From an optimization exercise on the open Yosys and OpenROAD flow, aimed at small area, a short achievable clock period and few clock cycles per item; shortcuts taken in it are not production practice.
The RTL was checked by simulation tests, not by an equivalence proof against the original design.
Power is estimated from default activity; no workload was simulated.

==> design.v <==
module sprite_blit_colour_key_clip (
   input  logic        clock,
   input  logic        reset,
   input  logic        req_tvalid,
   output logic        req_tready,
   input  logic [31:0] req_tdata,
   output logic        rsp_tvalid,
   input  logic        rsp_tready,
   output logic [47:0] rsp_tdata,
   output logic [1:0]  rsp_tuser,
   output logic        rsp_tlast,
   input  logic        csr_we,
   input  logic [2:0]  csr_index,
   input  logic [11:0] csr_wdata
);
   localparam logic [15:0] KEY = 16'hF81F;
   function automatic logic geu(input logic [12:0] a, input logic [12:0] b);
      logic cy;
      cy = 1'b1;
      for (int i = 0; i < 13; i++)
         cy = (a[i] & ~b[i]) | (cy & (a[i] | ~b[i]));
      geu = cy;
   endfunction
   function automatic logic ges(input logic [12:0] a, input logic [12:0] b);
      ges = geu({~a[12], a[11:0]}, {~b[12], b[11:0]});
   endfunction
   logic [9:0]  wm1, hm1;           
   logic [11:0] px, py;             
   logic [1:0]  al, op;
   logic [11:0] sw, sh;             
   logic [12:0] xe;                 
   logic [12:0] colv;               
   logic [12:0] rowv;               
   logic [21:0] pb;                 
   logic        off_ff;
   logic [4:0]  ms;                 
   logic        rdy_ff, wr_ff;
   logic        m_i, m_1, m_2, m_h, m_hb;    
   logic        s_valid, s_bgok;
   logic [15:0] s_pix;
   logic [9:0]  c, r;
   logic        hit;
   logic        o_valid, o_we, o_last;
   logic [21:0] o_dest;
   logic [15:0] o_pix;
   function automatic logic [9:0] clamp_s_m1(input logic [10:0] v);
      if (v == 11'd0)      clamp_s_m1 = 10'd0;
      else if (v[10])      clamp_s_m1 = 10'd1023;
      else                 clamp_s_m1 = v[9:0] - 10'd1;
   endfunction
   function automatic logic [11:0] clamp_f(input logic [11:0] v);
      if (v == 12'd0)                 clamp_f = 12'd1;
      else if (v[11] && |v[10:0])     clamp_f = 12'd2048;
      else                            clamp_f = v;
   endfunction
   always_ff @(posedge clock) begin
      if (reset) begin
         wm1 <= 10'd0;
         hm1 <= 10'd0;
         px  <= 12'd0;
         py  <= 12'd0;
         al  <= 2'd0;
         op  <= 2'd0;
         sw  <= 12'd1024;
         sh  <= 12'd768;
      end else if (csr_we) begin
         case (csr_index)
            3'd0: wm1 <= clamp_s_m1(csr_wdata[10:0]);
            3'd1: hm1 <= clamp_s_m1(csr_wdata[10:0]);
            3'd2: px  <= csr_wdata;
            3'd3: py  <= csr_wdata;
            3'd4: al  <= csr_wdata[1:0];
            3'd5: op  <= csr_wdata[1:0];
            3'd6: sw  <= clamp_f(csr_wdata);
            default: sh <= clamp_f(csr_wdata);
         endcase
      end
   end
   logic [9:0]  c_n;
   logic [11:0] dlo;
   logic [21:0] dest;
   logic        colvis, rowvis, vis, first, col_wrap, row_wrap;
   logic        spr_ok, bg_ok, can_out, in_acc, accept, s_valid_n;
   logic [15:0] pix;
   assign colvis   = !colv[12] && (colv[11:0] < sw);
   assign rowvis   = !rowv[12] && !geu({1'b0, rowv[11:0]}, {1'b0, sh});
   assign vis      = colvis && rowvis;
   assign dlo      = {1'b0, pb[10:0]} + {1'b0, colv[10:0]};
   assign dest     = {dlo[11] ? pb[21:11] + 11'd1 : pb[21:11], dlo[10:0]};
   assign first    = (c == 10'd0) && (r == 10'd0);
   assign col_wrap = geu({3'b000, c}, {3'b000, wm1});
   assign row_wrap = geu({3'b000, r}, {3'b000, hm1});
   assign pix      = s_valid ? s_pix : req_tdata[15:0];
   assign spr_ok   = pix != KEY;
   assign bg_ok    = s_valid ? s_bgok : req_tdata[31:16] != KEY;
   assign can_out    = !o_valid || rsp_tready;
   assign req_tready = rdy_ff;
   assign in_acc     = req_tvalid && rdy_ff;
   assign accept     = can_out && (s_valid ? m_i : in_acc);    
   assign s_valid_n  = s_valid ? !accept : in_acc && !accept;
   assign c_n        = !accept ? c : col_wrap ? 10'd0 : c + 10'd1;
   always_ff @(posedge clock) begin
      if (reset) begin
         c       <= 10'd0;
         r       <= 10'd0;
         hit     <= 1'b0;
         o_valid <= 1'b0;
      end else begin
         if (accept) begin
            o_valid <= 1'b1;
            hit     <= (first ? 1'b0 : hit) |
                       ((op == 2'd3) && vis && spr_ok && bg_ok);
            c <= c_n;
            if (col_wrap)
               r <= row_wrap ? 10'd0 : r + 10'd1;
         end else if (rsp_tready) begin
            o_valid <= 1'b0;
         end
      end
   end
   always_ff @(posedge clock) begin
      if (accept) begin
         o_we   <= vis && (op == 2'd2 || (!op[1] && spr_ok));
         o_dest <= vis ? dest : 22'd0;
         o_pix  <= pix;
         o_last <= col_wrap && row_wrap;
      end
   end
   logic [12:0] xb;
   logic        xci;
   logic [21:0] add_a, add_b, sum;
   logic [22:0] sum_x;
   logic [13:0] xe_x;
   logic        add_ci, restart;
   logic [4:0]  ms_n;
   logic        sel_c, sel_e;                
   logic        off_x, off_y, wr2_ff;
   always_comb begin
      xb  = ({13{sel_c}} & ~{4'b0000, wm1[9:1]}) |
            ({13{sel_e}} & ~{3'b000, wm1});
      xci = sel_c && !wm1[0];
      xe_x = {px[11], px, xci} + {xb, xci};
      add_a  = ({22{m_h}} & {pb[20:0], 1'b0}) |
               ({22{m_1}} & {{10{py[11]}}, py}) |
               ({22{!m_h && !m_1}} & pb);
      add_b  = ({22{m_i}} & ~{10'd0, sw}) |
               ({22{m_1}} & {12'd0, hm1}) |
               ({22{m_2}} & ~{12'd0, r}) |
               ({22{m_hb}} & {{9{rowv[12]}}, rowv});
      add_ci = m_i || m_2;
      sum_x = {add_a, add_ci} + {add_b, add_ci};
      sum   = sum_x[22:1];
      restart = (csr_we && (csr_index == 3'd1 || csr_index == 3'd3 || csr_index == 3'd6)) ||
                (accept && col_wrap && row_wrap);
      if (restart)            ms_n = 5'd1;
      else if (ms == 5'd2)    ms_n = 5'd27;
      else if (ms == 5'd16)   ms_n = 5'd0;
      else if (ms[4])         ms_n = ms - 5'd1;
      else if (ms == 5'd1)    ms_n = 5'd2;
      else                    ms_n = 5'd0;
   end
   always_ff @(posedge clock) begin
      xe     <= xe_x[13:1];
      colv   <= !accept ? xe + {3'b000, c} : col_wrap ? xe : colv + 13'd1;
      if (in_acc && !accept) begin
         s_pix  <= req_tdata[15:0];
         s_bgok <= req_tdata[31:16] != KEY;
      end
      sel_c  <= op != 2'd3 && al == 2'd1;
      sel_e  <= op != 2'd3 && al == 2'd2;
      off_x  <= ges(~{3'b000, wm1}, xe) ||                   
                ges(xe, {1'b0, sw});                         
      off_y  <= ges(~{3'b000, hm1}, {py[11], py}) ||         
                ges({py[11], py}, {1'b0, sh});               
      off_ff <= off_x || off_y;
      if (m_h || m_1 || (accept && col_wrap && !row_wrap))
         pb <= sum;
      else if (m_2)
         pb <= 22'd0;
      if (m_2)
         rowv <= sum[12:0];
      else if (accept && col_wrap && !row_wrap)
         rowv <= rowv - 13'd1;
   end
   always_ff @(posedge clock) begin
      if (reset) begin
         ms     <= 5'd1;
         m_i    <= 1'b0;
         m_1    <= 1'b1;
         m_2    <= 1'b0;
         m_h    <= 1'b0;
         m_hb   <= 1'b0;
         rdy_ff <= 1'b0;
         wr_ff  <= 1'b0;
         wr2_ff <= 1'b0;
         s_valid <= 1'b0;
      end else begin
         ms     <= ms_n;
         m_i    <= ms_n == 5'd0;
         m_1    <= ms_n == 5'd1;
         m_2    <= ms_n == 5'd2;
         m_h    <= ms_n[4];
         m_hb   <= ms_n[4] && sw[ms_n[3:0]];
         wr_ff  <= csr_we;
         wr2_ff <= wr_ff;
         s_valid <= s_valid_n;
         rdy_ff <= ms_n == 5'd0 && !csr_we && !wr_ff && !wr2_ff && !s_valid_n;
      end
   end
   assign rsp_tvalid = o_valid;
   assign rsp_tdata  = {7'd0, off_ff, hit, o_pix, o_dest, o_we};
   assign rsp_tuser  = {op[1], op[0] && !op[1]};
   assign rsp_tlast  = o_last;
endmodule
==> flow/run.sh <==
#!/bin/bash
# The standard layout (standard.sh), with one change: the port buffers that
# global placement inserts on every input and output use buf_2 instead of the
# resizer's default pick (clkdlybuf4s50_1, a slow delay buffer).
set -euo pipefail
export BUFFER_PORTS_ARGS="-buffer_cell sky130_fd_sc_hd__buf_2"
bash standard.sh finish > standard_finish.log 2>&1
==> standard.sh <==
#!/bin/bash
# synth_recipe.tcl (not shown) runs the flow's synth.tcl, then flattens the netlist and writes it again
# the make line also repeats each setting of config.mk as NAME=value (left out here)
make -C /OpenROAD-flow-scripts/flow DESIGN_CONFIG=/design/flow/config.mk WORK_HOME=/design/flow/orfs CLKGATE_MAP_FILE= SYNTH_SCRIPT=/design/flow/synth_recipe.tcl "${@:-finish}"
==> config.mk <==
export PLATFORM = sky130hd
export DESIGN_NAME = sprite_blit_colour_key_clip
export DESIGN_NICKNAME = sprite_blit_colour_key_clip
export VERILOG_FILES = /design/flow/design.v
export SDC_FILE = /design/flow/constraint.sdc
export NUM_CORES = 4
export LEC_CHECK = 0
export ABC_AREA = 1
export CAP_MARGIN = 20
export CORE_MARGIN = 2
export CORE_UTILIZATION = 40
export SETUP_SLACK_MARGIN = 4.0
export SLEW_MARGIN = 20
==> constraint.sdc <==
create_clock -name core_clock -period 7.0 [get_ports {clock}]
set_input_delay 1.4000 -clock core_clock [delete_from_list [all_inputs] [get_ports {clock}]]
set_output_delay 1.4000 -clock core_clock [all_outputs]
set_load 0.01 [all_outputs]
==> metrics.log, run 1 <==
[metrics] run status: complete, no violations
[metrics] synthesized area per cell: 7.85 um2
[metrics] post-synthesis xor/xnor area fraction: 3.00%
[metrics] CTS Root Buffer Type: clkbuf_16
[metrics] worst-case register-to-register setup slack: 3.96 ns
[metrics] CTS Buffer Depth: 3
[metrics] detailed router's first-iteration violation count: 962
[metrics] primary flip-flop cell chosen by synthesis mapping: dfxtp_1
[metrics] Tot GR Track Use: 23.2%
[metrics] ports placed on the boundary: 105
[metrics] Filler cells: 3334
[metrics] number of maximum-capacitance violations: 0
[metrics] share of synthesized cell area in and, or, nand and nor gates: 20.1%
[metrics] effective utilization at floorplan: 40.8%
[metrics] EDFF count, synth: 92
[metrics] layout cell share with drive strength beyond 1: 15.8%
[metrics] number of levels the H-tree was split into: 1
[metrics] clock tree from TritonCTS: done
[metrics] kind of capture point of the worst setup path: register
[metrics] critical path data required time: 7.30 ns
[metrics] routed length per instance: 18.4 um
[metrics] detail-routed via count per cell: 5.49
[metrics] flop and latch count out of synthesis: 230
[metrics] die span in y: 189 um
[metrics] hold path startpoint: wr_ff$_SDFF_PP0_
[metrics] synthesized netlist cell count: 1746
[metrics] post-placement cell area: 14600 um2
[metrics] yosys synthesis warning count: 1
[metrics] remaining antenna violation count: 0
[metrics] standard-cell row count: 67
[metrics] depth of the worst register-to-register path: 15
[metrics] antenna violations before repair: 0
[metrics] peak supply drop: 190 uV
[metrics] Slew headroom: 51.4%
[metrics] total via count after detailed routing: 12824
[metrics] Cell Area, Synth: 13700 um2
[metrics] number of pins with negative max-slew slack in the final report: 0
[metrics] WHS Endpoint: wr2_ff$_SDFF_PP0_
[metrics] share of power burned in registers: 38.5%
[metrics] insertion delay to the later sink of the worst-skew pair: 0.55 ns
[metrics] synthesized-area fraction occupied by ao, oa, aoi and oai cells: 20.1%
[metrics] wire length of the first global-routing pass: 65.7 mm
[metrics] core area: 33600 um2
[metrics] Switching Share: 34.7%
[metrics] proportion of synthesized chip area in sequential cells: 40.3%
[metrics] final wirelength: 42.9 mm
[metrics] area enclosed by the die boundary: 35800 um2
[metrics] Area growth, synth to finish: 17.5%
[metrics] # nets final: 1996
[metrics] Combinational Power Share: 28.7%
[metrics] n_diodes: 0
[metrics] TritonCTS Buffers: 28
[metrics] clock transition at the registers of the reported paths: 0.06 ns
[metrics] post-synthesis mux area share: 0.292%
[metrics] setup repair after global routing missed its margin: true
[metrics] main combinational cell family by area after synthesis: compound AO/OA/AOI/OAI gates
[metrics] signal arrival time at the worst endpoint: 3.34 ns
[metrics] worst setup skew after layout: 0.0107 ns
[metrics] Worst Tran Pin Value: 0.723 ns
[metrics] final worst-path cycle share: 43.4%
[metrics] number of clock sinks: 230
[metrics] number of cells on the worst hold path: 2
[metrics] finished layout cell area: 16100 um2
[metrics] largest net degree at the start of global routing: 72
[metrics] global route total overflow: 0
[metrics] Final GP Congestion: 0.921
[metrics] number of global-route vias before repair: 11922
[metrics] crit path kind: register to register
[metrics] final setup vio count: 0
[metrics] DP HPWL: 32.0 mm
[metrics] path category of the worst min-delay check: register to register
[metrics] Reg-to-Reg End: pb[18]$_SDFFCE_PN0P_
[metrics] Final Hold Violating Endpoints: 0
[metrics] Crit Reg-Reg Startpoint: sw[6]$_SDFFE_PP0P_
[metrics] adder-cell area share of the yosys netlist: 7.52%
[metrics] Unique masters post-synth: 59
[metrics] DRC violation count after routing: 0
[metrics] number of optimization iterations in the first detailed-route pass: 6
[metrics] Cell Int Power: 2.95 mW
[metrics] highest net fanout along the worst path: 5
[metrics] net switching power: 1.57 mW
[metrics] share of async-settable or async-resettable flops after synthesis: 0%
[metrics] I/O Buffers: 97
[metrics] setup TNS: 0 ns
[metrics] hold-fix buffers at CTS: 0
[metrics] Lkg Pwr: 6.85 nW
[metrics] final-layout worst hold slack: 0.427 ns
[metrics] max frequency: 329 MHz
[metrics] min cycle time layout: 3.04 ns
[metrics] width of the chip: 189 um
[metrics] clock network fraction of design power: 32.8%
[metrics] pwr/cell area: 280 nW/um2
[metrics] crit start category: register
## power by group through the flow
stage	sequential (mW)	clock, mW	combinational, mW
after floorplan	1.68	0	0.873
after global placement	1.76	0	1.15
after detailed placement	1.76	0	1.16
after CTS	1.73	1.49	1.21
after global routing	1.75	1.54	1.44
final	1.74	1.48	1.30
## placed cells by master, fill, tap and decap left out, types with 26 or more instances in the layout
master,Yosys,layout
nor2_1,115,109
dfxtp_1,138,127
o221ai_1,38,35
o21ai_0,142,136
ha_1,76,71
buf_4,12,34
xor2_1,26,26
nand2_1,310,302
buf_2,4,97
nand3_1,72,71
a21oi_1,167,159
edfxtp_1,92,92
clkbuf_16,0,30
inv_1,231,221
o22ai_1,41,41
nor3_1,33,32
## metrics by stage
stage	total power [mW]	util [%]	setup WS [ns]	instances
3_3_place_gp	2.91	43.4	2.86	2246
3_5_place_dp	2.92	43.4	2.85	2246
4_1_cts	4.43	46.8	4.01	2311
2_1_floorplan	2.56	-	4.00	1752
5_1_grt	4.73	47.9	3.82	2334
6_report	4.51	47.9	3.96	2334
## worst max-delay path, stage by stage (launching register included)
cell	delay (ns)
dfxtp_1	0.48
inv_1	0.22
a22oi_1	0.18
o221ai_1	0.15
ha_1	0.41
nand2_1	0.08
o21a_1	0.24
o221ai_2	0.21
a21oi_2	0.07
o21ai_2	0.17
nand3_1	0.09
nand2_1	0.13
nand3_1	0.08
nand2_1	0.10
a21oi_1	0.08
o21a_1	0.11
## how the worst max path moves through the flow
| stage | depth (start not counted) | startpoint | to |
|---|---|---|---|
| after floorplan | 11 | req_tvalid | pb[0]$_SDFFCE_PN0P_ |
| after global placement | 12 | req_tvalid | rowv[10]$_DFFE_PP_ |
| after detailed placement | 12 | req_tvalid | rowv[12]$_DFFE_PP_ |
| after CTS | 16 | m_2$_SDFF_PP0_ | pb[18]$_SDFFCE_PN0P_ |
| after global routing | 15 | sw[7]$_SDFFE_PP0P_ | pb[18]$_SDFFCE_PN0P_ |
| final | 15 | sw[6]$_SDFFE_PP0P_ | pb[18]$_SDFFCE_PN0P_ |
## repair_timing
| action | 4_1_cts | 5_1_grt |
|---|---|---|
| gates resized for setup | 25 | 63 |
| endpoints found under the hold margin | 0 | 0 |
| cloned | 2 | 2 |
| pin swaps | 4 | 15 |
| setup endpoints to repair | 157 | 86 |
| setup buffers | 11 | 20 |
## state kept, by name, summed over array words and instances (netlist names), 2 cells and up
| register | cells |
|---|---|
| o_dest | 22 |
| pb | 22 |
| o_pix | 16 |
| s_pix | 16 |
| colv | 13 |
| rowv | 13 |
| xe | 13 |
| px | 12 |
| py | 12 |
| sh | 12 |
| sw | 12 |
| c | 10 |
| hm1 | 10 |
| r | 10 |
| wm1 | 10 |
| ms | 4 |
| al | 2 |
| op | 2 |
## cell usage after synthesis (19+ instances only)
cell type	number	area [um2]
a21oi_1	167	836
clkbuf_1	39	146
dfxtp_1	138	2760
edfxtp_1	92	2760
ha_1	76	951
inv_1	231	867
nand2_1	310	1160
nand3_1	72	360
nand4_1	19	119
nor2_1	115	432
nor3_1	33	165
o21ai_0	142	711
o221ai_1	38	333
o22ai_1	41	257
xnor2_1	21	184
xor2_1	26	228
## final cells by class
type	count	area [um2]	share of cell area [%]
timing repair buffer	136	850	5.27
clock inverter	19	190	1.18
multi-input combinational	1220	7240	45.0
tap	448	561	3.48
timing repair inverter	2	12.5	0.0777
inverter	246	955	5.93
sequential	230	5550	34.4
clock buffer	33	751	4.66
## layer usage
metal	global-route usage [%]	vias up	part of all wire, %
li1	-	6260	-
met2	36.7	474	44
met4	6.94	0	3.0
met5	0	-	0
met1	33.0	6009	46
met3	3.06	81	7.0
## cell families (layout without fill, tap and decap cells)
group / Yosys count / count (layout)
flip-flops: 230 / 230
XOR/XNOR: 47 / 47
buffers and inverters: 302 / 436
other: 1 / 7
AO/OA/AOI/OAI: 469 / 469
adder cells (fa/ha/maj): 80 / 80
multiplexers: 4 / 4
AND/OR/NAND/NOR: 613 / 613
Testbench counts, summed over its fixed seeds: cycles 43,016, items 40,504.
==> inputs of run 2 (changes only) <==
--- a/design.v
+++ b/design.v
@@ -35,7 +35,6 @@
    logic        off_ff;
    logic [4:0]  ms;                 
    logic        rdy_ff, wr_ff;
-   logic        m_i, m_1, m_2, m_h, m_hb;    
    logic        s_valid, s_bgok;
    logic [15:0] s_pix;
    logic [9:0]  c, r;
@@ -96,7 +95,7 @@
    assign can_out    = !o_valid || rsp_tready;
    assign req_tready = rdy_ff;
    assign in_acc     = req_tvalid && rdy_ff;
-   assign accept     = can_out && (s_valid ? m_i : in_acc);    
+   assign accept     = can_out && (s_valid ? ms == 5'd0 : in_acc);
    assign s_valid_n  = s_valid ? !accept : in_acc && !accept;
    assign c_n        = !accept ? c : col_wrap ? 10'd0 : c + 10'd1;
    always_ff @(posedge clock) begin
@@ -133,6 +132,7 @@
    logic [13:0] xe_x;
    logic        add_ci, restart;
    logic [4:0]  ms_n;
+   logic        m_i, m_1, m_2, m_h, m_hs, m_hb;    
    logic        sel_c, sel_e;                
    logic        off_x, off_y, wr2_ff;
    always_comb begin
@@ -140,7 +140,7 @@
             ({13{sel_e}} & ~{3'b000, wm1});
       xci = sel_c && !wm1[0];
       xe_x = {px[11], px, xci} + {xb, xci};
-      add_a  = ({22{m_h}} & {pb[20:0], 1'b0}) |
+      add_a  = ({22{m_hs}} & {pb[20:0], 1'b0}) |
                ({22{m_1}} & {{10{py[11]}}, py}) |
                ({22{!m_h && !m_1}} & pb);
       add_b  = ({22{m_i}} & ~{10'd0, sw}) |
@@ -156,7 +156,7 @@
       else if (ms == 5'd2)    ms_n = 5'd27;
       else if (ms == 5'd16)   ms_n = 5'd0;
       else if (ms[4])         ms_n = ms - 5'd1;
-      else if (ms == 5'd1)    ms_n = 5'd2;
+      else if (ms == 5'd1)    ms_n = r == 10'd0 ? 5'd27 : 5'd2;
       else                    ms_n = 5'd0;
    end
    always_ff @(posedge clock) begin
@@ -173,11 +173,9 @@
       off_y  <= ges(~{3'b000, hm1}, {py[11], py}) ||         
                 ges({py[11], py}, {1'b0, sh});               
       off_ff <= off_x || off_y;
-      if (m_h || m_1 || (accept && col_wrap && !row_wrap))
+      if (m_h || m_1 || m_2 || (accept && col_wrap && !row_wrap))
          pb <= sum;
-      else if (m_2)
-         pb <= 22'd0;
-      if (m_2)
+      if (m_1 || m_2)
          rowv <= sum[12:0];
       else if (accept && col_wrap && !row_wrap)
          rowv <= rowv - 13'd1;
@@ -189,6 +187,7 @@
          m_1    <= 1'b1;
          m_2    <= 1'b0;
          m_h    <= 1'b0;
+         m_hs   <= 1'b0;
          m_hb   <= 1'b0;
          rdy_ff <= 1'b0;
          wr_ff  <= 1'b0;
@@ -200,6 +199,7 @@
          m_1    <= ms_n == 5'd1;
          m_2    <= ms_n == 5'd2;
          m_h    <= ms_n[4];
+         m_hs   <= ms_n[4] && ms_n != 5'd27;
          m_hb   <= ms_n[4] && sw[ms_n[3:0]];
          wr_ff  <= csr_we;
          wr2_ff <= wr_ff;
--- a/config.mk
+++ b/config.mk
@@ -9,5 +9,5 @@
 export CAP_MARGIN = 20
 export CORE_MARGIN = 2
 export CORE_UTILIZATION = 40
-export SETUP_SLACK_MARGIN = 4.0
+export SETUP_SLACK_MARGIN = 3.75
 export SLEW_MARGIN = 20
==> metrics.log, run 2 <==
[metrics] area enclosed by the die boundary: 35800 um2
[metrics] kind of capture point of the worst setup path: register
[metrics] flop and latch count out of synthesis: 231
[metrics] critical path data required time: 7.28 ns
[metrics] Slew headroom: 28.4%
[metrics] share of async-settable or async-resettable flops after synthesis: 0%
[metrics] post-placement cell area: 14600 um2
[metrics] insertion delay to the later sink of the worst-skew pair: 0.54 ns
[metrics] leading cell types by total area after synthesis: dfxtp_1 20%, edfxtp_1 20%, nand2_1 8.4%, ha_1 6.9%, inv_1 5.9%
[metrics] synthesized netlist cell count: 1737
[metrics] largest net degree at the start of global routing: 72
[metrics] largest registers ranked by flip-flop count: o_dest (22), pb (22)
[metrics] core area: 33600 um2
[metrics] Sequential Area: 5550 um2
[metrics] total power: 5.73 mW
[metrics] number of maximum-capacitance violations: 0
[metrics] path category of the worst min-delay check: register to register
[metrics] hold path startpoint: off_x$_DFF_P_
[metrics] n_diodes: 0
[metrics] Lkg Pwr: 6.67 nW
[metrics] Final GP Congestion: 0.929
[metrics] I/O Buffers: 97
[metrics] number of levels the H-tree was split into: 1
[metrics] fraction of post-synthesis cell area in the top cell type by area: 20.3%
[metrics] commonest non-fill, non-tap cells in the layout: 304 x nand2_1, 212 x inv_1, 147 x a21oi_1
[metrics] clock transition at the registers of the reported paths: 0.06 ns
[metrics] ports placed on the boundary: 105
[metrics] proportion of synthesized chip area in sequential cells: 40.4%
[metrics] signal arrival time at the worst endpoint: 3.39 ns
[metrics] worst-case register-to-register setup slack: 3.89 ns
[metrics] total via count after detailed routing: 12389
[metrics] run status: complete, no violations
[metrics] global route total overflow: 0
[metrics] Cell Area, Synth: 13700 um2
[metrics] synthesized area per cell: 7.90 um2
[metrics] depth of the worst register-to-register path: 15
[metrics] WHS Endpoint: off_ff$_DFF_P_
[metrics] DRC violation count after routing: 0
[metrics] DP HPWL: 31.9 mm
[metrics] detail-routed via count per cell: 5.41
[metrics] routed length per instance: 18.1 um
[metrics] finished layout cell area: 15600 um2
[metrics] ranking of synthesized cells by instance count: 306 x nand2_1, 214 x inv_1, 148 x a21oi_1, 141 x nor2_1, 139 x dfxtp_1
[metrics] number of cells on the worst hold path: 1
[metrics] number of optimization iterations in the first detailed-route pass: 5
[metrics] peak supply drop: 186 uV
[metrics] CTS Buffer Depth: 3
[metrics] Worst Tran Pin Value: 1.07 ns
[metrics] number of standard cells in the final layout excluding fillers: 2291
[metrics] hold-fix buffers at CTS: 0
[metrics] # nets final: 1955
[metrics] EDFF count, synth: 92
[metrics] yosys synthesis warning count: 1
[metrics] Filler cells: 3390
[metrics] Crit Reg-Reg Startpoint: m_hb$_SDFF_PP0_
[metrics] width of the chip: 189 um
[metrics] primary flip-flop cell chosen by synthesis mapping: dfxtp_1
[metrics] standard-cell row count: 67
[metrics] worst setup skew after layout: 0.0199 ns
[metrics] Area growth, synth to finish: 14.0%
[metrics] setup repair after global routing missed its margin: true
[metrics] final setup vio count: 0
[metrics] TritonCTS Buffers: 27
[metrics] Tot GR Track Use: 22.7%
[metrics] final wirelength: 41.4 mm
[metrics] crit start category: register
[metrics] crit path kind: register to register
[metrics] final worst-path cycle share: 44.5%
[metrics] Placed Instances: 2238
[metrics] antenna violations before repair: 0
[metrics] Final Hold Violating Endpoints: 0
[metrics] area of the multi-input gates: 7080 um2
[metrics] wire length of the first global-routing pass: 63.7 mm
[metrics] effective utilization at floorplan: 40.8%
[metrics] remaining antenna violation count: 0
[metrics] Reg-to-Reg End: pb[21]$_DFFE_PP_
[metrics] clock tree from TritonCTS: done
[metrics] final-layout worst hold slack: 0.420 ns
[metrics] number of pins with negative max-slew slack in the final report: 0
[metrics] min cycle time layout: 3.11 ns
[metrics] layout cell share with drive strength beyond 1: 13.2%
[metrics] die span in y: 189 um
[metrics] CTS Root Buffer Type: clkbuf_16
[metrics] pwr/cell area: 366 nW/um2
[metrics] max frequency: 321 MHz
[metrics] number of clock sinks: 231
[metrics] setup TNS: 0 ns
[metrics] detailed router's first-iteration violation count: 989
[metrics] most used standard cell by instance count after synthesis: nand2_1
[metrics] most common library cell in the layout ignoring fill and taps: nand2_1
[metrics] Unique masters post-synth: 63
[metrics] highest net fanout along the worst path: 13
[metrics] Synth area leader: dfxtp_1
[metrics] number of global-route vias before repair: 11236
## run 2: cell types whose count changed after synthesis, sizes merged, moves of 8 or more
| cell | delta |
|---|---|
| nor2 | +33 |
| or2 | -8 |
| inv | -9 |
| xor2 | +12 |
| a21oi | -17 |
## run 2: how the worst max path moves through the flow
stage                         start                to  slack [ns]
detailed placement       req_tvalid  pb[16]$_DFFE_PP_        2.90
global placement         req_tvalid  pb[16]$_DFFE_PP_        2.98
floorplan            m_1$_SDFF_PP1_  pb[21]$_DFFE_PP_        3.88
global route         m_1$_SDFF_PP1_  pb[21]$_DFFE_PP_        3.61
finish              m_hb$_SDFF_PP0_  pb[21]$_DFFE_PP_        3.89
CTS                 m_hb$_SDFF_PP0_  pb[21]$_DFFE_PP_        3.56
## run 2: cell families after synthesis
kind of cell | share of synthesized area [%]
and+or+nand+nor | 20.8
xor gates and xnor gates | 3.51
DFF | 40.4
buffers and inverters | 8.56
AOI/OAI and AO/OA | 19.0
muxes | 0.146
other | 0.0273
adders and majority gates | 7.51
## run 2: area by class of cell
| type | count | share of cell area [%] |
|---|---|---|
| clock buffer | 37 | 4.96 |
| sequential | 231 | 35.5 |
| inverter | 244 | 5.91 |
| timing repair buffer | 107 | 3.58 |
| clock inverter | 12 | 1.26 |
| multi-input combinational | 1212 | 45.2 |
| tap | 448 | 3.58 |
## run 2: per-layer routing
layer	GRT usage, %	routed length [um]	vias to the layer above
li1	-	-	6118
met1	33.5	19200	5733
met2	34.0	17400	467
met3	3.84	3600	71
met4	6.38	1160	0
met5	0	0	-
## run 2: through the flow
stage	utilization [%]	setup slack, ns
finish	46.5	3.89
global route	46.5	3.61
floorplan	-	3.88
CTS	46.3	3.56
global placement	43.4	2.98
detailed placement	43.4	2.90
## run 2: timing repair
item                                    in CTS  in global routing
pin swaps                                    0                  2
gates resized for setup                      5                 13
endpoints found under the setup margin      41                 70
cloned                                       0                  0
setup buffers                                0                  4
## run 2: worst max-delay path: stages, from the launching register on
cell and delay, ns:
dfxtp_1 0.31, inv_1 0.33, o221ai_1 0.28, fa_1 0.45
nand3_1 0.09, nand2_1 0.09, a21boi_2 0.21, nor4_1 0.07
nor2_1 0.21, inv_1 0.07, a21oi_1 0.22, o21a_1 0.18
o21bai_1 0.07, nand2_1 0.06, nand2_1 0.06, xor2_1 0.14
## run 2: power breakdown
part	internal (mW)	switching (mW)
Clock	0.959	0.579
Sequential	1.73	0.234
Combinational	0.768	1.46
Testbench counts of run 2, summed over its fixed seeds: cycles 43,064, items 40,504.
==> inputs of run 3 (changes only) <==
--- a/design.v
+++ b/design.v
@@ -33,13 +33,14 @@
    logic [12:0] rowv;               
    logic [21:0] pb;                 
    logic        off_ff;
+   logic        rvis_ff;            
    logic [4:0]  ms;                 
    logic        rdy_ff, wr_ff;
    logic        s_valid, s_bgok;
    logic [15:0] s_pix;
    logic [9:0]  c, r;
    logic        hit;
-   logic        o_valid, o_we, o_last;
+   logic        o_valid, o_we, o_last, o_vis;
    logic [21:0] o_dest;
    logic [15:0] o_pix;
    function automatic logic [9:0] clamp_s_m1(input logic [10:0] v);
@@ -82,7 +83,7 @@
    logic        spr_ok, bg_ok, can_out, in_acc, accept, s_valid_n;
    logic [15:0] pix;
    assign colvis   = !colv[12] && (colv[11:0] < sw);
-   assign rowvis   = !rowv[12] && !geu({1'b0, rowv[11:0]}, {1'b0, sh});
+   assign rowvis   = rvis_ff;
    assign vis      = colvis && rowvis;
    assign dlo      = {1'b0, pb[10:0]} + {1'b0, colv[10:0]};
    assign dest     = {dlo[11] ? pb[21:11] + 11'd1 : pb[21:11], dlo[10:0]};
@@ -120,7 +121,8 @@
    always_ff @(posedge clock) begin
       if (accept) begin
          o_we   <= vis && (op == 2'd2 || (!op[1] && spr_ok));
-         o_dest <= vis ? dest : 22'd0;
+         o_dest <= dest;                  
+         o_vis  <= vis;
          o_pix  <= pix;
          o_last <= col_wrap && row_wrap;
       end
@@ -179,6 +181,10 @@
          rowv <= sum[12:0];
       else if (accept && col_wrap && !row_wrap)
          rowv <= rowv - 13'd1;
+      if (accept && col_wrap && !row_wrap)
+         rvis_ff <= !rowv[12] && rowv != 13'd0 && geu({1'b0, sh}, {1'b0, rowv[11:0]});
+      else
+         rvis_ff <= !rowv[12] && !geu({1'b0, rowv[11:0]}, {1'b0, sh});
    end
    always_ff @(posedge clock) begin
       if (reset) begin
@@ -208,7 +214,7 @@
       end
    end
    assign rsp_tvalid = o_valid;
-   assign rsp_tdata  = {7'd0, off_ff, hit, o_pix, o_dest, o_we};
+   assign rsp_tdata  = {7'd0, off_ff, hit, o_pix, o_dest & {22{o_vis}}, o_we};
    assign rsp_tuser  = {op[1], op[0] && !op[1]};
    assign rsp_tlast  = o_last;
 endmodule
--- a/config.mk
+++ b/config.mk
@@ -5,9 +5,8 @@
 export SDC_FILE = /design/flow/constraint.sdc
 export NUM_CORES = 4
 export LEC_CHECK = 0
-export ABC_AREA = 1
 export CAP_MARGIN = 20
 export CORE_MARGIN = 2
 export CORE_UTILIZATION = 40
-export SETUP_SLACK_MARGIN = 3.75
+export SETUP_SLACK_MARGIN = 4.0
 export SLEW_MARGIN = 20
==> metrics.log, run 3 <==
[metrics] run status: complete, no violations
[metrics] setup TNS: 0 ns
[metrics] Synth area leader: dfxtp_1
[metrics] post-placement cell area: 14900 um2
[metrics] kind of capture point of the worst setup path: register
[metrics] ranking of synthesized cells by instance count: 214 x nand2_1, 140 x dfxtp_1, 136 x a21oi_1, 124 x nor2_1, 93 x edfxtp_1
[metrics] effective utilization at floorplan: 40.6%
[metrics] yosys synthesis warning count: 1
[metrics] Finished Core Util: 48.3%
[metrics] largest registers ranked by flip-flop count: o_dest (22), pb (22)
[metrics] DP HPWL: 29.7 mm
[metrics] Area growth, synth to finish: 19.2%
[metrics] Filler cells: 3311
[metrics] crit path kind: register to register
[metrics] synthesized area per cell: 8.68 um2
[metrics] peak supply drop: 214 uV
[metrics] setup slack after layout: 3.75 ns
[metrics] largest net degree at the start of global routing: 87
[metrics] area enclosed by the die boundary: 36500 um2
[metrics] Slew headroom: 37.4%
[metrics] TritonCTS Buffers: 27
[metrics] primary flip-flop cell chosen by synthesis mapping: dfxtp_1
[metrics] n_diodes: 0
[metrics] detail-routed via count per cell: 5.61
[metrics] flop and latch count out of synthesis: 233
[metrics] Final GP Congestion: 0.932
[metrics] standard-cell row count: 68
[metrics] Placement Setup Slack: 2.89 ns
[metrics] final worst-path cycle share: 46.4%
[metrics] clock transition at the registers of the reported paths: 0.07 ns
[metrics] total via count after detailed routing: 12352
[metrics] Placed Instances: 2101
[metrics] Cell Area, Synth: 14000 um2
[metrics] max frequency: 308 MHz
[metrics] highest net fanout along the worst path: 5
[metrics] # nets final: 1860
[metrics] layout cell share with drive strength beyond 1: 18.8%
[metrics] wire length on met1: 19.4 mm
[metrics] insertion delay to the later sink of the worst-skew pair: 0.54 ns
[metrics] pwr/cell area: 366 nW/um2
[metrics] CTS Root Buffer Type: clkbuf_16
[metrics] die span in y: 191 um
[metrics] EDFF count, synth: 93
[metrics] min cycle time layout: 3.25 ns
[metrics] crit start category: register
[metrics] I/O Buffers: 97
[metrics] synthesized netlist cell count: 1611
[metrics] highest metal layer with signal wires: met4
[metrics] critical path data required time: 7.30 ns
[metrics] final setup vio count: 0
[metrics] detailed router's first-iteration violation count: 973
[metrics] Tot GR Track Use: 22.1%
[metrics] CTS Buffer Depth: 3
[metrics] number of maximum-capacitance violations: 0
[metrics] total length of routed met3 wires: 2.70 mm
[metrics] Lkg Pwr: 6.39 nW
[metrics] signal arrival time at the worst endpoint: 3.55 ns
[metrics] number of optimization iterations in the first detailed-route pass: 6
[metrics] ports placed on the boundary: 105
[metrics] leading cell types by total area after synthesis: dfxtp_1 20%, edfxtp_1 20%, ha_1 6.8%, nand2_1 5.7%, a21oi_1 4.9%
[metrics] width of the chip: 191 um
[metrics] number of clock sinks: 233
[metrics] finished layout cell area: 16700 um2
[metrics] Worst Tran Pin Value: 0.936 ns
[metrics] most common library cell in the layout ignoring fill and taps: nand2_1
[metrics] share of async-settable or async-resettable flops after synthesis: 0%
[metrics] number of pins with negative max-slew slack in the final report: 0
[metrics] DRC violation count after routing: 0
[metrics] routed length per instance: 18.8 um
[metrics] final wirelength: 41.4 mm
[metrics] most used standard cell by instance count after synthesis: nand2_1
[metrics] global route total overflow: 0
[metrics] path category of the worst min-delay check: register to register
[metrics] worst setup skew after layout: 0.0118 ns
[metrics] number of standard cells in the final layout excluding fillers: 2202
[metrics] Final Hold Violating Endpoints: 0
[metrics] fraction of post-synthesis cell area in the top cell type by area: 20.1%
[metrics] wire length of the first global-routing pass: 63.2 mm
[metrics] remaining antenna violation count: 0
[metrics] Unique masters post-synth: 76
[metrics] core area: 34500 um2
[metrics] clock tree from TritonCTS: done
[metrics] commonest non-fill, non-tap cells in the layout: 209 x nand2_1, 125 x dfxtp_1, 122 x a21oi_1, 122 x nor2_1, 94 x buf_2
[metrics] antenna violations before repair: 0
[metrics] number of levels the H-tree was split into: 1
[metrics] total length of routed met2 wires: 18.3 mm
[metrics] setup repair after global routing missed its margin: true
[metrics] proportion of synthesized chip area in sequential cells: 40.0%
[metrics] number of global-route vias before repair: 11328
run 3: cell type report:
cell class | count | area [um2] | share of cell area, %
multi-input cells | 1225 | 8280 | 49.7
repair buffers | 150 | 996 | 5.98
flip-flops and latches | 233 | 5630 | 33.8
clock buffers | 34 | 733 | 4.40
well taps | 455 | 569 | 3.42
clock inverters | 14 | 109 | 0.653
inverters | 91 | 345 | 2.07
run 3: logic make-up after synthesis:
kind of cell               share of synthesized area [%]
AOI/OAI and AO/OA                                   19.4
xor gates and xnor gates                            5.64
adders and majority gates                           8.51
buffers and inverters                               4.62
DFF                                                 40.0
muxes                                               1.82
other                                             0.0268
and+or+nand+nor                                     20.0
run 3: metrics by stage:
| stage | power, mW | hold WS, ns |
|---|---|---|
| after CTS | 5.85 | 0.454 |
| after floorplan | 3.68 | 0.389 |
| after global placement | 4.22 | 0.425 |
| after global routing | 6.43 | 0.458 |
| after detailed placement | 4.27 | 0.439 |
| final | 6.09 | 0.447 |
run 3: path summary, 6_finish.rpt:
path	startpoint	to	slack [ns]	cells after the start
setup / recovery	m_1$_SDFF_PP1_	pb[21]$_DFFE_PP_	3.75	15
hold / removal	off_x$_DFF_P_	off_ff$_DFF_P_	0.45	1
setup reg to reg	m_1$_SDFF_PP1_	pb[21]$_DFFE_PP_	3.75	15
hold reg to reg	off_x$_DFF_P_	off_ff$_DFF_P_	0.45	1
run 3: timing repair:
item	4_1_cts	5_1_grt
buffers inserted	29	20
cloned	4	0
pin swaps	27	39
endpoints found under the setup margin	104	84
hold buffers	0	0
gates resized for setup	68	61
run 3: power breakdown:
group / switching, mW / internal [mW] / leakage (nW)
sequential: 0.299 / 1.77 / 2.03
combinational: 1.45 / 1.21 / 3.95
clock: 0.583 / 0.778 / 0.406
total: 2.33 / 3.76 / 6.39
run 3: worst max-delay path: stages, from the launching register on:
cell and delay [ns]:
dfxtp_4 0.36, buf_8 0.13, nand2_2 0.06, o21ai_2 0.04
a221o_1 0.33, fa_2 0.36, a21o_1 0.23, a221oi_4 0.33
a211oi_2 0.15, o32ai_2 0.23, buf_4 0.17, o21ai_4 0.06
nor3_2 0.20, o21bai_1 0.08, a21oi_1 0.17, xnor2_1 0.09
run 3: layer usage:
layer | vias to the layer above | GRT usage, %
met3 | 61 | 2.77
met1 | 5862 | 32.0
li1 | 6030 | -
met2 | 399 | 34.8
met4 | 0 | 5.81
met5 | - | 0
Testbench counts of run 3, summed over its fixed seeds: cycles 43,064, items 40,504.
==> inputs of run 4 (changes only) <==
==> run.sh (new file) <==
#!/bin/bash
# synth_recipe.tcl (not shown) runs the flow's synth.tcl, then flattens the netlist and writes it again
# the make line also repeats each setting of config.mk as NAME=value (left out here)
make -C /OpenROAD-flow-scripts/flow DESIGN_CONFIG=/design/flow/config.mk WORK_HOME=/design/flow/orfs CLKGATE_MAP_FILE= SYNTH_SCRIPT=/design/flow/synth_recipe.tcl finish
removed: flow/run.sh
removed: standard.sh
==> metrics.log, run 4 <==
[metrics] hold-fix buffers at CTS: 0
[metrics] synthesized netlist cell count: 1611
[metrics] crit path kind: register to register
[metrics] slowest stage cell on the critical path: dfxtp_4
[metrics] final setup vio count: 0
[metrics] min cycle time layout: 3.22 ns
[metrics] Combinational Power Share: 43.6%
[metrics] Global Route met2 Usage: 36.0%
[metrics] layout cell share with drive strength beyond 1: 14.7%
[metrics] setup TNS: 0 ns
[metrics] detail-routed via count per cell: 5.64
[metrics] path category of the worst min-delay check: register to register
[metrics] standard-cell row count: 68
[metrics] antenna violations before repair: 0
[metrics] most used standard cell by instance count after synthesis: nand2_1
[metrics] share of async-settable or async-resettable flops after synthesis: 0%
[metrics] Finished Core Util: 49.8%
[metrics] CTS Buffer Depth: 3
[metrics] number of optimization iterations in the first detailed-route pass: 5
[metrics] clock network fraction of design power: 22.8%
[metrics] ports placed on the boundary: 105
[metrics] signal arrival time at the worst endpoint: 3.52 ns
[metrics] ranking of synthesized cells by instance count: 214 x nand2_1, 140 x dfxtp_1, 136 x a21oi_1, 124 x nor2_1, 93 x edfxtp_1
[metrics] number of maximum-capacitance violations: 0
[metrics] final wirelength: 41.6 mm
[metrics] crit path cell chain: buf_8, nand2_4, o21ai_2, a221o_1, fa_2, a21o_1, a221oi_4, a211oi_2, o32ai_2, o21ai_2, nor3_2, o21bai_1, a21oi_1, xnor2_1
[metrics] TritonCTS Buffers: 26
[metrics] clock tree from TritonCTS: done
[metrics] Final GP Congestion: 0.903
[metrics] run status: complete, no violations
[metrics] worst setup skew after layout: 0.0279 ns
[metrics] most common library cell in the layout ignoring fill and taps: nand2_1
[metrics] commonest non-fill, non-tap cells in the layout: 206 x nand2_1, 122 x a21oi_1, 120 x dfxtp_1
[metrics] final worst-path cycle share: 46.0%
[metrics] global route total overflow: 0
[metrics] share of power burned in registers: 33.6%
[metrics] capture point of the critical path: pb[21]$_DFFE_PP_
[metrics] worst-case register-to-register setup slack: 3.78 ns
[metrics] DP HPWL: 29.8 mm
[metrics] net switching power: 2.31 mW
[metrics] n_diodes: 0
[metrics] routed length per instance: 18.9 um
[metrics] Cell Area, Synth: 14000 um2
[metrics] number of levels the H-tree was split into: 1
[metrics] highest net fanout along the worst path: 4
[metrics] kind of capture point of the worst setup path: register
[metrics] core area: 34500 um2
[metrics] peak supply drop: 206 uV
[metrics] effective utilization at floorplan: 40.6%
[metrics] Switching Share: 37.6%
[metrics] remaining antenna violation count: 0
[metrics] clock transition at the registers of the reported paths: 0.06 ns
[metrics] Area growth, synth to finish: 22.8%
[metrics] delay of the slowest cell on the worst path: 0.36 ns
[metrics] crit start category: register
[metrics] synthesized area per cell: 8.68 um2
[metrics] setup repair after global routing missed its margin: true
[metrics] met1 demand-to-capacity share in global routing: 32.2%
[metrics] Synth area leader: dfxtp_1
[metrics] Final Hold Violating Endpoints: 0
[metrics] Crit Reg-Reg Startpoint: m_1$_SDFF_PP1_
[metrics] Worst Setup SP: m_1$_SDFF_PP1_
[metrics] total power: 6.16 mW
[metrics] insertion delay to the later sink of the worst-skew pair: 0.56 ns
[metrics] final-layout worst hold slack: 0.447 ns
[metrics] Worst Tran Pin Value: 0.988 ns
[metrics] Reg-to-Reg End: pb[21]$_DFFE_PP_
[metrics] detailed router's first-iteration violation count: 920
[metrics] CTS Root Buffer Type: clkbuf_16
[metrics] depth of the worst register-to-register path: 14
[metrics] critical path data required time: 7.30 ns
[metrics] Placement Setup Slack: 2.53 ns
[metrics] proportion of synthesized chip area in sequential cells: 40.0%
[metrics] max frequency: 310 MHz
[metrics] EDFF count, synth: 93
[metrics] number of global-route vias before repair: 11659
[metrics] Unique masters post-synth: 76
[metrics] Cell Int Power: 3.84 mW
[metrics] Lkg Pwr: 6.52 nW
[metrics] DRC violation count after routing: 0
[metrics] area enclosed by the die boundary: 36500 um2
[metrics] die span in y: 191 um
[metrics] total via count after detailed routing: 12436
[metrics] wire length of the first global-routing pass: 65.1 mm
[metrics] number of clock sinks: 233
[metrics] # nets final: 1862
[metrics] leading cell types by total area after synthesis: dfxtp_1 20%, edfxtp_1 20%, ha_1 6.8%, nand2_1 5.7%, a21oi_1 4.9%
[metrics] most used cell, CP: o21ai_2
[metrics] Slew headroom: 34.2%
[metrics] fraction of post-synthesis cell area in the top cell type by area: 20.1%
[metrics] Tot GR Track Use: 22.6%
[metrics] width of the chip: 191 um
[metrics] busiest layer in global routing: met2
[metrics] global routing met3 resource utilization: 2.81%
[metrics] primary flip-flop cell chosen by synthesis mapping: dfxtp_1
[metrics] number of pins with negative max-slew slack in the final report: 0
[metrics] I/O Buffers: 97
[metrics] largest net degree at the start of global routing: 87
[metrics] flop and latch count out of synthesis: 233
[metrics] setup slack after layout: 3.78 ns
[metrics] yosys synthesis warning count: 1
[metrics] pwr/cell area: 359 nW/um2
[metrics] largest registers ranked by flip-flop count: o_dest (22), pb (22)
run 4: cell counts after synthesis:
Identical to the previous run, type by type.
run 4: logic make-up after synthesis:
family | count (synthesis) | synth area share, %
adder cells (fa/ha/maj) | 95 | 8.51
XOR/XNOR | 90 | 5.64
multiplexers | 23 | 1.82
AO/OA/AOI/OAI | 418 | 19.4
buffers and inverters | 161 | 4.62
other | 1 | 0.0268
flip-flops | 233 | 40.0
AND/OR/NAND/NOR | 590 | 20.0
run 4: critical path, delay by kind of cell, from the launching register on:
kind,cells,cell delay (ns)
fa+ha+maj,1,0.36
compound gates,9,1.75
simple gates,2,0.28
flops,1,0.36
xor+xnor,1,0.09
buf+inv,1,0.13
run 4: layout make-up:
type	instances	area (um2)
multi-input combinational	1226	8330
inverter	91	347
timing repair buffer	152	1400
clock buffer	37	762
tap	455	569
fill	3339	17300
sequential	233	5640
clock inverter	11	121
run 4: per-layer routing:
layer	part of all wire (%)	vias up
met5	0	-
met4	2.7	0
met3	6.7	67
met2	44	427
met1	46	5907
li1	-	6035
run 4: stage by stage:
| step | area (um2) | instances |
|---|---|---|
| after floorplan | 14200 | 1617 |
| after global placement | 15400 | 2101 |
| after detailed placement | 15400 | 2101 |
| after CTS | 16900 | 2191 |
| after global routing | 17200 | 2205 |
| final | 17200 | 2205 |
run 4: what timing repair did:
item / 4_1_cts / 5_1_grt
setup endpoints to repair: 178 / 108
buffers inserted: 37 / 14
gates resized for setup: 130 / 67
gates cloned: 5 / 0
pin swaps: 30 / 29
run 4: how the worst min path moves through the flow:
stage                  startpoint        endpoint  slack, ns  depth (start not counted)
2_1_floorplan       off_x$_DFF_P_  off_ff$_DFF_P_       0.39                          1
3_3_place_gp   al[1]$_SDFFE_PP0P_   sel_c$_DFF_P_       0.43                          1
3_5_place_dp   al[0]$_SDFFE_PP0P_   sel_e$_DFF_P_       0.44                          1
4_1_cts        al[0]$_SDFFE_PP0P_   sel_e$_DFF_P_       0.45                          1
5_1_grt             off_x$_DFF_P_  off_ff$_DFF_P_       0.46                          1
6_report       al[1]$_SDFFE_PP0P_   sel_c$_DFF_P_       0.45                          1
run 4: power groups by stage:
| stage | clock network, mW | registers (mW) | logic, mW |
|---|---|---|---|
| 2_1_floorplan | 0 | 1.93 | 1.74 |
| 3_3_place_gp | 0 | 2.09 | 2.16 |
| 3_5_place_dp | 0 | 2.10 | 2.20 |
| 4_1_cts | 1.43 | 2.06 | 2.45 |
| 5_1_grt | 1.48 | 2.09 | 2.93 |
| 6_report | 1.41 | 2.07 | 2.68 |
==> inputs of run 5 (changes only) <==
--- a/design.v
+++ b/design.v
@@ -129,12 +129,15 @@
    end
    logic [12:0] xb;
    logic        xci;
-   logic [21:0] add_a, add_b, sum;
-   logic [22:0] sum_x;
+   logic [13:0] add_a, add_b, sum;
+   logic [14:0] sum_x;
+   logic [12:0] rs_lo;
+   logic [21:0] rs;
+   logic [3:0]  pext;               
    logic [13:0] xe_x;
    logic        add_ci, restart;
    logic [4:0]  ms_n;
-   logic        m_i, m_1, m_2, m_h, m_hs, m_hb;    
+   logic        m_1, m_2, m_h, m_hf, m_hl, m_hb;   
    logic        sel_c, sel_e;                
    logic        off_x, off_y, wr2_ff;
    always_comb begin
@@ -142,23 +145,24 @@
             ({13{sel_e}} & ~{3'b000, wm1});
       xci = sel_c && !wm1[0];
       xe_x = {px[11], px, xci} + {xb, xci};
-      add_a  = ({22{m_hs}} & {pb[20:0], 1'b0}) |
-               ({22{m_1}} & {{10{py[11]}}, py}) |
-               ({22{!m_h && !m_1}} & pb);
-      add_b  = ({22{m_i}} & ~{10'd0, sw}) |
-               ({22{m_1}} & {12'd0, hm1}) |
-               ({22{m_2}} & ~{12'd0, r}) |
-               ({22{m_hb}} & {{9{rowv[12]}}, rowv});
-      add_ci = m_i || m_2;
+      rs_lo = {1'b0, pb[11:0]} - {1'b0, sw};
+      rs    = {rs_lo[12] ? pb[21:12] - 10'd1 : pb[21:12], rs_lo[11:0]};
+      add_a  = ({14{m_h && !m_hf}} & pb[21:8]) |
+               ({14{m_1}} & {{2{py[11]}}, py}) |
+               ({14{m_2}} & {rowv[12], rowv});
+      add_b  = ({14{m_hb}} & {rowv[12], rowv}) |
+               ({14{m_1}} & {4'd0, hm1}) |
+               ({14{m_2}} & ~{4'd0, r});
+      add_ci = m_2;
       sum_x = {add_a, add_ci} + {add_b, add_ci};
-      sum   = sum_x[22:1];
+      sum   = sum_x[14:1];
       restart = (csr_we && (csr_index == 3'd1 || csr_index == 3'd3 || csr_index == 3'd6)) ||
                 (accept && col_wrap && row_wrap);
       if (restart)            ms_n = 5'd1;
-      else if (ms == 5'd2)    ms_n = 5'd27;
-      else if (ms == 5'd16)   ms_n = 5'd0;
-      else if (ms[4])         ms_n = ms - 5'd1;
-      else if (ms == 5'd1)    ms_n = r == 10'd0 ? 5'd27 : 5'd2;
+      else if (ms == 5'd2)    ms_n = 5'd16;
+      else if (ms == 5'd27)   ms_n = 5'd0;
+      else if (ms[4])         ms_n = ms + 5'd1;
+      else if (ms == 5'd1)    ms_n = r == 10'd0 ? 5'd16 : 5'd2;
       else                    ms_n = 5'd0;
    end
    always_ff @(posedge clock) begin
@@ -175,8 +179,14 @@
       off_y  <= ges(~{3'b000, hm1}, {py[11], py}) ||         
                 ges({py[11], py}, {1'b0, sh});               
       off_ff <= off_x || off_y;
-      if (m_h || m_1 || m_2 || (accept && col_wrap && !row_wrap))
-         pb <= sum;
+      if (m_hl)
+         pb <= {sum[10:0], pb[7:0], pext[3:1]};
+      else if (m_h)
+         pb <= {sum[13], sum[13:1], sum[0], pb[7:1]};
+      else if (accept && col_wrap && !row_wrap)
+         pb <= rs;
+      if (m_h)
+         pext <= {pb[0], pext[3:1]};
       if (m_1 || m_2)
          rowv <= sum[12:0];
       else if (accept && col_wrap && !row_wrap)
@@ -189,11 +199,11 @@
    always_ff @(posedge clock) begin
       if (reset) begin
          ms     <= 5'd1;
-         m_i    <= 1'b0;
          m_1    <= 1'b1;
          m_2    <= 1'b0;
          m_h    <= 1'b0;
-         m_hs   <= 1'b0;
+         m_hf   <= 1'b0;
+         m_hl   <= 1'b0;
          m_hb   <= 1'b0;
          rdy_ff <= 1'b0;
          wr_ff  <= 1'b0;
@@ -201,11 +211,11 @@
          s_valid <= 1'b0;
       end else begin
          ms     <= ms_n;
-         m_i    <= ms_n == 5'd0;
          m_1    <= ms_n == 5'd1;
          m_2    <= ms_n == 5'd2;
          m_h    <= ms_n[4];
-         m_hs   <= ms_n[4] && ms_n != 5'd27;
+         m_hf   <= ms_n == 5'd16;
+         m_hl   <= ms_n == 5'd27;
          m_hb   <= ms_n[4] && sw[ms_n[3:0]];
          wr_ff  <= csr_we;
          wr2_ff <= wr_ff;
==> flow/run.sh (new file) <==
#!/bin/bash
# The standard layout (standard.sh), with one change: the port buffers that
# global placement inserts on every input and output use buf_2 instead of the
# resizer's default pick (clkdlybuf4s50_1, a slow delay buffer).
set -euo pipefail
export BUFFER_PORTS_ARGS="-buffer_cell sky130_fd_sc_hd__buf_2"
bash standard.sh finish > standard_finish.log 2>&1
==> standard.sh (new file) <==
#!/bin/bash
# synth_recipe.tcl (not shown) runs the flow's synth.tcl, then flattens the netlist and writes it again
# the make line also repeats each setting of config.mk as NAME=value (left out here)
make -C /OpenROAD-flow-scripts/flow DESIGN_CONFIG=/design/flow/config.mk WORK_HOME=/design/flow/orfs CLKGATE_MAP_FILE= SYNTH_SCRIPT=/design/flow/synth_recipe.tcl "${@:-finish}"
removed: run.sh
==> metrics.log, run 5 <==
[metrics] Cell Area, Synth: 14400 um2
[metrics] synthesized netlist cell count: 1663
[metrics] net switching power: 1.12 mW
[metrics] crit start category: register
[metrics] largest registers ranked by flip-flop count: o_dest (22), pb (22)
[metrics] width of the chip: 194 um
[metrics] standard-cell row count: 69
[metrics] peak supply drop: 306 uV
[metrics] clock tree from TritonCTS: done
[metrics] crit path kind: register to register
[metrics] number of standard cells in the final layout excluding fillers: 2261
[metrics] synthesized area per cell: 8.65 um2
[metrics] DRC violation count after routing: 0
[metrics] max frequency: 330 MHz
[metrics] setup TNS: 0 ns
[metrics] insertion delay to the later sink of the worst-skew pair: 0.54 ns
[metrics] most common library cell in the layout ignoring fill and taps: nand2_1
[metrics] global route total overflow: 0
[metrics] kind of capture point of the worst setup path: register
[metrics] most used standard cell by instance count after synthesis: nand2_1
[metrics] number of clock sinks: 236
[metrics] run status: complete, no violations
[metrics] CTS Buffer Depth: 3
[metrics] final setup vio count: 0
[metrics] detailed router's first-iteration violation count: 998
[metrics] Worst Tran Pin Value: 1.09 ns
[metrics] Switching Share: 29.1%
[metrics] number of cells on the worst hold path: 0
[metrics] number of global-route vias before repair: 11760
[metrics] total via count after detailed routing: 12358
[metrics] remaining antenna violation count: 0
[metrics] Placed Instances: 2153
[metrics] pwr/cell area: 227 nW/um2
[metrics] number of pins with negative max-slew slack in the final report: 0
[metrics] Final Hold Violating Endpoints: 0
[metrics] Final GP Congestion: 0.893
[metrics] clock network fraction of design power: 35.8%
[metrics] clock transition at the registers of the reported paths: 0.06 ns
[metrics] Combinational Power Share: 20.8%
[metrics] TritonCTS Buffers: 27
[metrics] Area growth, synth to finish: 17.8%
[metrics] area enclosed by the die boundary: 37500 um2
[metrics] wire length of the first global-routing pass: 63.4 mm
[metrics] share of async-settable or async-resettable flops after synthesis: 0%
[metrics] depth of the worst register-to-register path: 12
[metrics] setup repair after global routing missed its margin: true
[metrics] final worst-path cycle share: 43.3%
[metrics] Synth area leader: edfxtp_1
[metrics] highest net fanout along the worst path: 3
[metrics] Slew headroom: 26.7%
[metrics] ports placed on the boundary: 105
[metrics] min cycle time layout: 3.03 ns
[metrics] layout cell share with drive strength beyond 1: 18.8%
[metrics] worst setup skew after layout: 0.0103 ns
[metrics] commonest non-fill, non-tap cells in the layout: 211 x nand2_1, 142 x nor2_1, 133 x a21oi_1
[metrics] number of optimization iterations in the first detailed-route pass: 6
[metrics] DP HPWL: 29.5 mm
[metrics] share of power burned in registers: 43.4%
[metrics] number of maximum-capacitance violations: 0
[metrics] effective utilization at floorplan: 40.5%
[metrics] antenna violations before repair: 0
[metrics] flop and latch count out of synthesis: 236
[metrics] Cell Int Power: 2.73 mW
[metrics] CTS Root Buffer Type: clkbuf_16
[metrics] n_diodes: 0
[metrics] detail-routed via count per cell: 5.47
[metrics] fraction of post-synthesis cell area in the top cell type by area: 20.0%
[metrics] Lkg Pwr: 6.66 nW
[metrics] Unique masters post-synth: 75
[metrics] signal arrival time at the worst endpoint: 3.32 ns
[metrics] number of levels the H-tree was split into: 1
[metrics] I/O Buffers: 97
[metrics] routed length per instance: 17.7 um
[metrics] Tot GR Track Use: 20.7%
[metrics] die span in y: 194 um
[metrics] # nets final: 1921
[metrics] yosys synthesis warning count: 1
[metrics] hold-fix buffers at CTS: 0
[metrics] core area: 35500 um2
[metrics] ranking of synthesized cells by instance count: 215 x nand2_1, 145 x nor2_1, 144 x a21oi_1, 140 x dfxtp_1, 107 x inv_1
[metrics] critical path data required time: 7.28 ns
[metrics] proportion of synthesized chip area in sequential cells: 39.5%
[metrics] path category of the worst min-delay check: register to register
[metrics] largest net degree at the start of global routing: 82
[metrics] EDFF count, synth: 96
[metrics] final wirelength: 40.0 mm
[metrics] leading cell types by total area after synthesis: edfxtp_1 20%, dfxtp_1 19%, ha_1 7.2%, nand2_1 5.6%, a21oi_1 5.0%
[metrics] primary flip-flop cell chosen by synthesis mapping: dfxtp_1
[run 5: changes by cell type in the layout (fill, tap and decap cells not counted), sizes merged, moves of 12 or more]
cell / previous run / this run
buf: 60 / 163
nor2: 125 / 145
dlygate4sd2: 26 / 0
inv: 89 / 106
maj3: 15 / 28
a221o: 26 / 2
a222oi: 1 / 13
clkdlybuf4s50: 62 / 0
[run 5: metrics by stage]
stage,worst slack (ns),util (%),total power [mW],instance area (um2),hold slack [ns]
floorplan,3.94,-,2.18,14500,0.389
global placement,3.28,43.0,2.37,15300,0.440
detailed placement,3.20,43.0,2.38,15300,0.439
CTS,3.98,46.6,3.81,16600,0.452
global route,3.80,47.7,4.03,16900,0.469
finish,3.97,47.7,3.84,16900,0.449
[run 5: metal layers]
layer	GRT usage (%)	vias to the layer above	wire length, um	part of all wire (%)
met5	0	-	0	0
met4	5.94	0	1020	2.5
met3	2.11	57	2030	5.1
met2	32.4	339	17900	45
met1	30.2	5845	19000	48
li1	-	6117	-	-
[run 5: power by group through the flow]
stage	clock network (mW)	logic, mW	registers (mW)
finish	1.37	0.801	1.67
global route	1.46	0.891	1.68
CTS	1.40	0.741	1.67
detailed placement	0	0.673	1.70
global placement	0	0.662	1.70
floorplan	0	0.559	1.62
[run 5: critical path, stage by stage, from the launching register on]
cell and delay, ns:
edfxtp_1 0.44, a222oi_1 0.45, inv_1 0.09, ha_1 0.29
a21o_1 0.11, a21oi_2 0.05, o21a_1 0.19, o21ai_2 0.15
a41oi_2 0.14, a211oi_2 0.30, a31oi_2 0.14, xnor2_2 0.19
o221a_2 0.23
[run 5: layout make-up]
cell class	count	area (um2)
Multi-Input combinational cell	1245	8330
Clock inverter	9	77.6
Sequential cell	236	5720
Tap cell	461	577
Inverter	108	419
Clock buffer	39	791
Timing Repair Buffer	163	1020
Fill cell	3436	18500
[run 5: worst paths after layout]
| path | start | end | slack (ns) |
|---|---|---|---|
| max reg2reg | rowv[0]$_DFFE_PP_ | pb[19]$_DFFE_PP_ | 3.97 |
| min | pext[2]$_DFFE_PP_ | pext[1]$_DFFE_PP_ | 0.45 |
| min reg2reg | pext[2]$_DFFE_PP_ | pext[1]$_DFFE_PP_ | 0.45 |
| max | rowv[0]$_DFFE_PP_ | pb[19]$_DFFE_PP_ | 3.97 |
[run 5: cell families (layout without fill, tap and decap cells)]
kind of cell	Yosys count	after routing	synth area share, %
fa+ha+maj	116	116	9.99
simple gates	599	599	19.4
xor+xnor	99	99	6.03
buf+inv	188	319	5.19
compound gates	389	389	17.0
other cells	1	7	0.0261
mux	35	35	2.81
flops	236	236	39.5
[run 5: what timing repair did]
action	4_1_cts	5_1_grt
buffers inserted	34	25
pin swaps	25	55
cloned	1	0
gates resized for setup	46	59
setup endpoints to repair	52	102
Testbench counts of run 5, summed over its fixed seeds: cycles 43,064, items 40,504.
==> inputs of run 6 (changes only) <==
--- a/config.mk
+++ b/config.mk
@@ -8,5 +8,5 @@
 export CAP_MARGIN = 20
 export CORE_MARGIN = 2
 export CORE_UTILIZATION = 40
-export SETUP_SLACK_MARGIN = 4.0
+export SETUP_SLACK_MARGIN = 3.75
 export SLEW_MARGIN = 20
==> metrics.log, run 6 <==
[metrics] remaining antenna violation count: 0
[metrics] net switching power: 1.13 mW
[metrics] wire length of the first global-routing pass: 62.2 mm
[metrics] commonest non-fill, non-tap cells in the layout: 212 x nand2_1, 143 x nor2_1, 141 x a21oi_1
[metrics] path category of the worst min-delay check: register to register
[metrics] delay of the slowest cell on the worst path: 0.47 ns
[metrics] Switching Share: 29.4%
[metrics] synthesized area per cell: 8.65 um2
[metrics] min cycle time layout: 3.13 ns
[metrics] standard-cell row count: 69
[metrics] slowest stage cell on the critical path: edfxtp_1
[metrics] setup TNS: 0 ns
[metrics] most used standard cell by instance count after synthesis: nand2_1
[metrics] pwr/cell area: 235 nW/um2
[metrics] ranking of synthesized cells by instance count: 215 x nand2_1, 145 x nor2_1, 144 x a21oi_1, 140 x dfxtp_1, 107 x inv_1
[metrics] signal arrival time at the worst endpoint: 3.38 ns
[metrics] critical path data required time: 7.25 ns
[metrics] layout cell share with drive strength beyond 1: 13.8%
[metrics] routed length per instance: 17.8 um
[metrics] width of the chip: 194 um
[metrics] Cell Int Power: 2.71 mW
[metrics] CTS Buffer Depth: 3
[metrics] final worst-path cycle share: 44.7%
[metrics] most used cell, CP: buf_4
[metrics] Placed Instances: 2152
[metrics] clock tree from TritonCTS: done
[metrics] EDFF count, synth: 96
[metrics] DP HPWL: 29.4 mm
[metrics] Area growth, synth to finish: 13.8%
[metrics] number of optimization iterations in the first detailed-route pass: 5
[metrics] setup repair after global routing missed its margin: true
[metrics] max frequency: 319 MHz
[metrics] effective utilization at floorplan: 40.5%
[metrics] Tot GR Track Use: 20.4%
[metrics] hold-fix buffers at CTS: 0
[metrics] ports placed on the boundary: 105
[metrics] run status: complete, no violations
[metrics] share of power burned in registers: 43.8%
[metrics] Unique masters post-synth: 75
[metrics] crit path kind: register to register
[metrics] area enclosed by the die boundary: 37500 um2
[metrics] number of levels the H-tree was split into: 1
[metrics] antenna violations before repair: 0
[metrics] Combinational Power Share: 18.7%
[metrics] insertion delay to the later sink of the worst-skew pair: 0.56 ns
[metrics] clock network fraction of design power: 37.4%
[metrics] TritonCTS Buffers: 27
[metrics] number of clock sinks: 236
[metrics] Worst Tran Pin Value: 0.922 ns
[metrics] Final GP Congestion: 0.911
[metrics] kind of capture point of the worst setup path: register
[metrics] share of async-settable or async-resettable flops after synthesis: 0%
[metrics] fraction of post-synthesis cell area in the top cell type by area: 20.0%
[metrics] Final Hold Violating Endpoints: 0
[metrics] final wirelength: 39.4 mm
[metrics] number of standard cells in the final layout excluding fillers: 2216
[metrics] CTS Root Buffer Type: clkbuf_16
[metrics] number of global-route vias before repair: 11524
[metrics] most common library cell in the layout ignoring fill and taps: nand2_1
[metrics] primary flip-flop cell chosen by synthesis mapping: dfxtp_1
[metrics] area of the multi-input gates: 8120 um2
[metrics] flop and latch count out of synthesis: 236
[metrics] yosys synthesis warning count: 1
[metrics] Slew headroom: 38.1%
[metrics] core area: 35500 um2
[metrics] crit path cell chain: a222oi_1, buf_4, inv_1, ha_1, a21o_1, a21oi_2, o21a_1, o21ai_2, a41oi_2, a211oi_2, buf_4, xnor2_4, a21oi_1, o21ai_0
[metrics] I/O Buffers: 97
[metrics] Lkg Pwr: 6.39 nW
[metrics] proportion of synthesized chip area in sequential cells: 39.5%
[metrics] final setup vio count: 0
[metrics] peak supply drop: 178 uV
[metrics] total power: 3.84 mW
[metrics] detail-routed via count per cell: 5.50
[metrics] largest registers ranked by flip-flop count: o_dest (22), pb (22)
[metrics] worst setup skew after layout: 0.0213 ns
[metrics] leading cell types by total area after synthesis: edfxtp_1 20%, dfxtp_1 19%, ha_1 7.2%, nand2_1 5.6%, a21oi_1 5.0%
[metrics] crit start category: register
[metrics] largest net degree at the start of global routing: 82
[metrics] Cell Area, Synth: 14400 um2
[metrics] total via count after detailed routing: 12178
[metrics] DRC violation count after routing: 0
[metrics] global route total overflow: 0
[metrics] Filler cells: 3474
[metrics] number of maximum-capacitance violations: 0
[metrics] die span in y: 194 um
[metrics] number of pins with negative max-slew slack in the final report: 0
[metrics] # nets final: 1874
[metrics] Synth area leader: edfxtp_1
[metrics] synthesized netlist cell count: 1663
[metrics] detailed router's first-iteration violation count: 991
[metrics] clock transition at the registers of the reported paths: 0.06 ns
[metrics] highest net fanout along the worst path: 3
[metrics] n_diodes: 0
[metrics] Sequential Area: 5700 um2
## run 6: cell counts after synthesis
No cell type changed its count.
## run 6: timing repair
item	4_1_cts	5_1_grt
setup endpoints to repair	57	59
cloned	0	0
setup buffers	7	7
resized for setup	14	32
pin swaps	3	6
## run 6: worst max-delay path, delay by kind of cell (launching register included)
family,cells,cell delay [ns]
compound gates,9,1.62
xor+xnor,1,0.08
fa+ha+maj,1,0.28
buf+inv,3,0.40
flops,1,0.47
## run 6: kinds of logic (layout without fill, tap and decap cells)
family | Yosys count | count (layout) | share of synthesized area, %
mux | 35 | 35 | 2.81
flops | 236 | 236 | 39.5
compound gates | 389 | 389 | 17.0
fa+ha+maj | 116 | 116 | 9.99
other cells | 1 | 7 | 0.0261
buf+inv | 188 | 274 | 5.19
simple gates | 599 | 599 | 19.4
xor+xnor | 99 | 99 | 6.03
## run 6: area by class of cell
class	count	area share, %
Inverter	108	2.53
Clock inverter	15	1.01
Multi-Input combinational cell	1245	49.7
Tap cell	461	3.53
Timing Repair Buffer	116	3.92
Sequential cell	236	34.8
Clock buffer	35	4.52
## run 6: power by group through the flow
stage	sequential (mW)	combinational (mW)	clock, mW
2_1_floorplan	1.62	0.552	0
3_3_place_gp	1.71	0.662	0
3_5_place_dp	1.71	0.670	0
4_1_cts	1.68	0.694	1.47
5_1_grt	1.69	0.808	1.53
6_report	1.69	0.720	1.44
## run 6: path summary, 6_finish.rpt
path | startpoint | end | slack, ns | cells after the start
max | rowv[0]$_DFFE_PP_ | pb[17]$_DFFE_PP_ | 3.87 | 14
min | pext[2]$_DFFE_PP_ | pext[1]$_DFFE_PP_ | 0.45 | 0
max reg2reg | rowv[0]$_DFFE_PP_ | pb[17]$_DFFE_PP_ | 3.87 | 14
min reg2reg | pext[2]$_DFFE_PP_ | pext[1]$_DFFE_PP_ | 0.45 | 0
## run 6: per-stage QoR
stage / hold WS [ns] / setup WS [ns] / utilization [%] / cell area, um2
floorplan: 0.389 / 3.77 / - / 14400
global placement: 0.440 / 3.17 / 42.8 / 15200
detailed placement: 0.447 / 3.09 / 42.8 / 15200
CTS: 0.456 / 3.65 / 45.7 / 16200
global route: 0.468 / 3.63 / 46.1 / 16400
finish: 0.453 / 3.87 / 46.1 / 16400
## run 6: layer usage
layer / vias to the layer above / track usage (%) / routed length (um)
met5: - / 0 / 0
met2: 389 / 31.8 / 17200
li1: 6039 / - / -
met1: 5692 / 29.6 / 18900
met3: 58 / 2.79 / 2370
met4: 0 / 5.40 / 965

Setup slack of run 6, layout unchanged: 3.868 ns with ideal ports, 3.868 ns with driving cells assumed (clock clkbuf_16, inputs buf_2), 3.320 ns with port delays also shifted by the 0.595 ns mid clock arrival.
